From an optimization exercise on the open Yosys and OpenROAD flow, aimed at a short achievable clock period and few clock cycles per item; shortcuts taken in it are not production practice.
In this exercise RTL edits were held to simulation tests only and were not proved equivalent to the original.

==> module muldiv_unit, before the edit <==
module muldiv_unit #(
    parameter int unsigned MUL_CYCLES = 2,
    parameter int unsigned DIV_ITERS  = 32
) (
    input  logic        clk,
    input  logic        rst,
    input  logic        start,
    input  logic [1:0]  op,
    input  logic        flush,
    input  logic [31:0] srca,
    input  logic [31:0] srcb,
    output logic        stall,
    output logic        busy,
    output logic        done,
    output logic [31:0] hi,
    output logic [31:0] lo
);
    localparam int unsigned MulCntW = $clog2(MUL_CYCLES + 1);
    localparam int unsigned DivCntW = $clog2(DIV_ITERS + 1);
    localparam int unsigned CntW    = (MulCntW > DivCntW) ? MulCntW : DivCntW;
    typedef enum logic [1:0] {StIdle, StMul, StDiv, StFin} state_e;
    state_e            state_q, state_d;
    logic [CntW-1:0]   cnt_q, cnt_d;
    logic [31:0]       rem_q, rem_d;
    logic [31:0]       quo_q, quo_d;
    logic [31:0]       dvsr_q, dvsr_d;
    logic [31:0]       araw_q, araw_d;
    logic              qneg_q, qneg_d;
    logic              rneg_q, rneg_d;
    logic              dvz_q, dvz_d;
    logic [31:0]       hi_q, hi_d;
    logic [31:0]       lo_q, lo_d;
    logic              busy_q, busy_d;
    logic              done_q, done_d;
    logic              is_div;
    logic              is_signed;
    logic [31:0]       a_abs;
    logic [31:0]       b_abs;
    logic [63:0]       a_ext;
    logic [63:0]       b_ext;
    logic [63:0]       prod;
    logic [32:0]       trial;
    assign is_div    = op[1];
    assign is_signed = ~op[0];
    assign a_abs     = (is_signed && srca[31]) ? -srca : srca;
    assign b_abs     = (is_signed && srcb[31]) ? -srcb : srcb;
    assign a_ext     = {{32{is_signed & srca[31]}}, srca};
    assign b_ext     = {{32{is_signed & srcb[31]}}, srcb};
    assign prod      = a_ext * b_ext;
    assign trial = {rem_q, quo_q[31]} - {1'b0, dvsr_q};
    always_comb begin
        state_d = state_q;
        cnt_d   = cnt_q;
        rem_d   = rem_q;
        quo_d   = quo_q;
        dvsr_d  = dvsr_q;
        araw_d  = araw_q;
        qneg_d  = qneg_q;
        rneg_d  = rneg_q;
        dvz_d   = dvz_q;
        hi_d    = hi_q;
        lo_d    = lo_q;
        busy_d  = 1'b0;
        done_d  = 1'b0;
        if (flush) begin
            state_d = StIdle;
        end else begin
            unique case (state_q)
                StIdle: begin
                    if (start) begin
                        cnt_d = '0;
                        if (is_div) begin
                            state_d = StDiv;
                            busy_d  = 1'b1;
                            rem_d   = '0;
                            quo_d   = a_abs;
                            dvsr_d  = b_abs;
                            araw_d  = srca;
                            qneg_d  = is_signed & (srca[31] ^ srcb[31]);
                            rneg_d  = is_signed & srca[31];
                            dvz_d   = (srcb == 32'd0);
                        end else begin
                            rem_d = prod[63:32];
                            quo_d = prod[31:0];
                            cnt_d = CntW'(1);
                            if (MUL_CYCLES <= 1) begin
                                state_d = StFin;
                                done_d  = 1'b1;
                                hi_d    = prod[63:32];
                                lo_d    = prod[31:0];
                            end else begin
                                state_d = StMul;
                                busy_d  = 1'b1;
                            end
                        end
                    end
                end
                StMul: begin
                    if (cnt_q >= CntW'(MUL_CYCLES - 1)) begin
                        state_d = StFin;
                        done_d  = 1'b1;
                        hi_d    = rem_q;
                        lo_d    = quo_q;
                    end else begin
                        busy_d = 1'b1;
                        cnt_d  = cnt_q + CntW'(1);
                    end
                end
                StDiv: begin
                    if (cnt_q < CntW'(DIV_ITERS)) begin
                        busy_d = 1'b1;
                        cnt_d  = cnt_q + CntW'(1);
                        if (!trial[32]) begin
                            rem_d = trial[31:0];
                            quo_d = {quo_q[30:0], 1'b1};
                        end else begin
                            rem_d = {rem_q[30:0], quo_q[31]};
                            quo_d = {quo_q[30:0], 1'b0};
                        end
                    end else begin
                        state_d = StFin;
                        done_d  = 1'b1;
                        if (dvz_q) begin
                            hi_d = araw_q;
                            lo_d = 32'hFFFF_FFFF;
                        end else begin
                            hi_d = rneg_q ? -rem_q : rem_q;
                            lo_d = qneg_q ? -quo_q : quo_q;
                        end
                    end
                end
                StFin: begin
                    state_d = StIdle;
                end
                default: begin
                    state_d = StIdle;
                end
            endcase
        end
    end
    always_ff @(posedge clk) begin
        if (rst) begin
            state_q <= StIdle;
            cnt_q   <= '0;
            rem_q   <= '0;
            quo_q   <= '0;
            dvsr_q  <= '0;
            araw_q  <= '0;
            qneg_q  <= 1'b0;
            rneg_q  <= 1'b0;
            dvz_q   <= 1'b0;
            hi_q    <= '0;
            lo_q    <= '0;
            busy_q  <= 1'b0;
            done_q  <= 1'b0;
        end else begin
            state_q <= state_d;
            cnt_q   <= cnt_d;
            rem_q   <= rem_d;
            quo_q   <= quo_d;
            dvsr_q  <= dvsr_d;
            araw_q  <= araw_d;
            qneg_q  <= qneg_d;
            rneg_q  <= rneg_d;
            dvz_q   <= dvz_d;
            hi_q    <= hi_d;
            lo_q    <= lo_d;
            busy_q  <= busy_d;
            done_q  <= done_d;
        end
    end
    assign stall = start & ~done_q;
    assign busy  = busy_q;
    assign done  = done_q;
    assign hi    = hi_q;
    assign lo    = lo_q;
endmodule
clock: 10.5 ns
lec_check: 0
cap_margin: 20
core_margin: 2
core_utilization: 40
slew_margin: 20
run.sh (not shown) runs the stock make flow with config.mk's settings and CLKGATE_MAP_FILE= SYNTH_SCRIPT=/design/flow/synth_recipe.tcl, a recipe that flattens the netlist after the stock synthesis.
Testbench counts at the start, summed over its fixed seeds: cycles 44,064, ops 2,400.
==> next run, changes <==
--- a/flow/design.v
+++ b/flow/design.v
@@ -1,5 +1,5 @@
 module muldiv_unit #(
-    parameter int unsigned MUL_CYCLES = 2,
+    parameter int unsigned MUL_CYCLES = 1,
     parameter int unsigned DIV_ITERS  = 32
 ) (
     input  logic        clk,
@@ -40,6 +40,9 @@
     logic [63:0]       b_ext;
     logic [63:0]       prod;
     logic [32:0]       trial;
+    logic              dvz_now, a_lt_b;
+    assign dvz_now   = (srcb == 32'd0);
+    assign a_lt_b    = a_abs < b_abs;
     assign is_div    = op[1];
     assign is_signed = ~op[0];
     assign a_abs     = (is_signed && srca[31]) ? -srca : srca;
@@ -67,9 +70,14 @@
         end else begin
             unique case (state_q)
                 StIdle: begin
-                    if (start) begin
+                    if (start && !done_q) begin
                         cnt_d = '0;
-                        if (is_div) begin
+                        if (is_div && (dvz_now || a_lt_b)) begin
+                            state_d = StIdle;
+                            done_d  = 1'b1;
+                            hi_d    = srca;
+                            lo_d    = dvz_now ? 32'hFFFF_FFFF : 32'd0;
+                        end else if (is_div) begin
                             state_d = StDiv;
                             busy_d  = 1'b1;
                             rem_d   = '0;
@@ -84,7 +92,7 @@
                             quo_d = prod[31:0];
                             cnt_d = CntW'(1);
                             if (MUL_CYCLES <= 1) begin
-                                state_d = StFin;
+                                state_d = StIdle;
                                 done_d  = 1'b1;
                                 hi_d    = prod[63:32];
                                 lo_d    = prod[31:0];
@@ -97,7 +105,7 @@
                 end
                 StMul: begin
                     if (cnt_q >= CntW'(MUL_CYCLES - 1)) begin
-                        state_d = StFin;
+                        state_d = StIdle;
                         done_d  = 1'b1;
                         hi_d    = rem_q;
                         lo_d    = quo_q;
@@ -118,7 +126,7 @@
                             quo_d = {quo_q[30:0], 1'b0};
                         end
                     end else begin
-                        state_d = StFin;
+                        state_d = StIdle;
                         done_d  = 1'b1;
                         if (dvz_q) begin
                             hi_d = araw_q;
=>
- The new run finished clean
- synthesized area climbs by about 2.5%
- final cell count goes up by about 5%
- critical path depth came out lower by 5
- clock-buffer cell count went up by 3
- design area increases by about 5%
Testbench counts after the change, summed over its fixed seeds: cycles 23,775, ops 2,400.

[what the ideal ports hide]
Ports are ideal in the flow. The routed layouts listed here were re-timed in OpenROAD. Step 1 sets driving cells, clkbuf_16 on the clock port and buf_2 on the other inputs (assumed; they add their load-dependent delay and slew). Step 2 adds t to the input delays and takes it off the output delays; t is the mean of the earliest and latest rising clock arrival at the registers after step 1. Input paths then give back, and output paths get back, about the clock's delay inside the block. a / b / c = no drivers / after step 1 / after step 2; a / b = the first two.
run	t (ns)	setup slack, ns	slew at the worst register clock pin (ns)
the first run	0.581	0.395 / 0.403 / -0.179	0.07 / 0.07
the second run	0.602	0.386 / 0.404 / -0.198	0.07 / 0.07
Met with ideal ports but missed after step 2: setup timing in the first run and the second run. The setup slack of the second run, which loses most, moves by +0.018 ns with the drivers and by -0.584 ns with both steps.
